Source: an optimization exercise on an open RTL-to-GDS flow (aim: small area). Production flows keep margins and buffers that such runs may drop.
The RTL was checked by simulation tests, not by an equivalence proof against the original design.
Power and IR drop assume default switching activity.

Design axis_packet_receiver, start of the top module:
module axis_packet_receiver #(
    parameter int DEPTH = 64,
    parameter int CNT_W = 16
) (
    input  logic             clk,
    input  logic             rst_n,
    input  logic             s_tvalid,
    output logic             s_tready,
    input  logic [31:0]      s_tdata,
    input  logic             s_tlast,
    input  logic [7:0]       s_tdest,
    input  logic [3:0]       s_tuser,
    output logic             m_tvalid,
    input  logic             m_tready,
    output logic [31:0]      m_tdata,
    output logic             m_tlast,
    output logic [7:0]       m_tdest,
    output logic [3:0]       err_pulse,
    output logic [CNT_W-1:0] pkt_ok_cnt,
    output logic [CNT_W-1:0] pkt_err_cnt
);
    localparam int AW = $clog2(DEPTH);
    localparam logic [AW:0] PTR_ONE = {{AW{1'b0}}, 1'b1};
    typedef enum logic [1:0] {IDLE = 2'd0, BODY = 2'd1, DROP = 2'd2} state_t;
    function automatic logic is_full(input logic [AW:0] w, input logic [AW:0] r);
        is_full = (w[AW] != r[AW]) && (w[AW-1:0] == r[AW-1:0]);
    endfunction
    function automatic logic [CNT_W-1:0] sat_add(input logic [CNT_W-1:0] cnt, input logic [1:0] inc);
        logic [CNT_W:0] sum;
        sum = {1'b0, cnt} + {{(CNT_W-1){1'b0}}, inc};
        if (sum[CNT_W]) begin
            sat_add = {CNT_W{1'b1}};
        end else begin
            sat_add = sum[CNT_W-1:0];
        end
    endfunction
    logic [32:0]      mem_r [DEPTH];
    state_t           state_r, state_n;
    logic [AW:0]      wr_r, wr_n, commit_r, commit_n, rd_r, rd_n;
    logic [7:0]       dest_r, dest_n;
    logic             s_tready_r, m_tvalid_r, rd_first_r;
    logic [AW-1:0]    rp_r;
    logic [7:0]       rp_lo_s, rp_hi_s;
    logic             m_tlast_r;
    logic [31:0]      m_tdata_r;
    logic [7:0]       m_tdest_r;
    logic             valid_n_s, first_n_s, load_s;
    logic [AW-1:0]    rp_n;
    logic [3:0]       err_pulse_r, err_s;
    logic [CNT_W-1:0] pkt_ok_cnt_r, pkt_err_cnt_r;
  ...
clock: 5.0 ns
lec_check: 0
cap_margin: 20
core_margin: 2
core_utilization: 70
cts_cluster_diameter: 70
cts_cluster_size: 28
gpl_routability_driven: 0
slew_margin: 20
synth_hierarchical: 1
run.sh (not shown) runs the stock make flow with config.mk's settings and CLKGATE_MAP_FILE= SYNTH_SCRIPT=/design/flow/synth_recipe.tcl, a recipe that flattens the netlist after the stock synthesis.
Change:
- CORE_UTILIZATION: 70 -> 80
- CTS_CLUSTER_DIAMETER: 70 -> 80
- CTS_CLUSTER_SIZE: 28 -> 25
What happened:
- area after synthesis stays the same
- total power shrinks by about 1.3%
- utilization grows by 10 points
- hold slack gets worse by 0.023 ns
- maximum frequency shrinks by 0.95%
- setup slack gets worse by 0.043 ns
- clock-buffer cell count shrinks by 1
Change:
- CORE_UTILIZATION: 80 -> 70
Effect: Power drops by 1.2%. Die area climbs by 14%. Design area climbs by 0.37%. Worst setup slack improved by 0.0078 ns.
Change:
- CORE_UTILIZATION: 70 -> 75
What happened: Register-to-register slack gets better by 0.11 ns; routed wire length stays flat; setup slack gains 0.11 ns; combinational power grows by about 1%; hold slack loses 0.053 ns.

* * *

Another version of the RTL of axis_packet_receiver (not shown whole).
Size in the first run: roughly 3,900 cells after synthesis, about 2,200 flip-flops, roughly 130 I/O pins.
export LEC_CHECK = 0
export CAP_MARGIN = 20
export CORE_MARGIN = 2
export CORE_UTILIZATION = 75
export CTS_CLUSTER_DIAMETER = 80
export CTS_CLUSTER_SIZE = 25
export SLEW_MARGIN = 20
export SYNTH_HIERARCHICAL = 1
create_clock -name core_clock -period 5.0 [get_ports {clk}]
The first run produced a layout that fails on setup timing.
Change:
- CORE_UTILIZATION: 75 -> 70
- GPL_ROUTABILITY_DRIVEN: not set -> 0
Now the flow went through all stages and came out clean.
Non-clock buffer count is lower by 7.
Critical path depth stays the same.
Combinational power is about the same.
Global-route usage drops by 4.5 points.
Utilization is lower by 6.0 points.
Total power came out lower by about 0.4%.
First-iteration DRC count drops by about 4%.
Setup slack improved by 0.27 ns.
Design area stays flat.
Die area rose by 7.1%.

-- re-timing with driven ports --
No port has a modelled driver above. Below, the same layouts with a new extraction and two added sets of constraints.
Step 1, drivers: a clkbuf_16 drives clk and a buf_2 each remaining input, both assumed.
Step 2, shift: input delay + t, output delay - t, t = (earliest + latest rising clock arrival at the registers) / 2. This alone moves slack from input paths to output paths.
Three values: ideal, step 1, step 2; two values: the first two.
run	t, ns	setup slack, ns	cell pins on the clock port's net
the first run of note 1	0.796	0.536 / 0.536 / -0.119	1
the second run of note 1	0.807	0.492 / 0.492 / -0.173	1
the third run of note 1	0.786	0.500 / 0.500 / -0.129	1
the fourth run of note 1	0.801	0.605 / 0.605 / -0.044	1
the first run of note 2	0.796	-0.062 / -0.062 / -0.066	1
the second run of note 2	0.798	0.210 / 0.210 / 0.015	1
With both steps, setup timing fails in the first run of note 1, the second run of note 1, the third run of note 1 and the fourth run of note 1, where it was met with ideal ports. For the second run of note 1, which loses most, drivers alone change the setup slack by 0.000 ns; drivers and shift together by -0.665 ns.
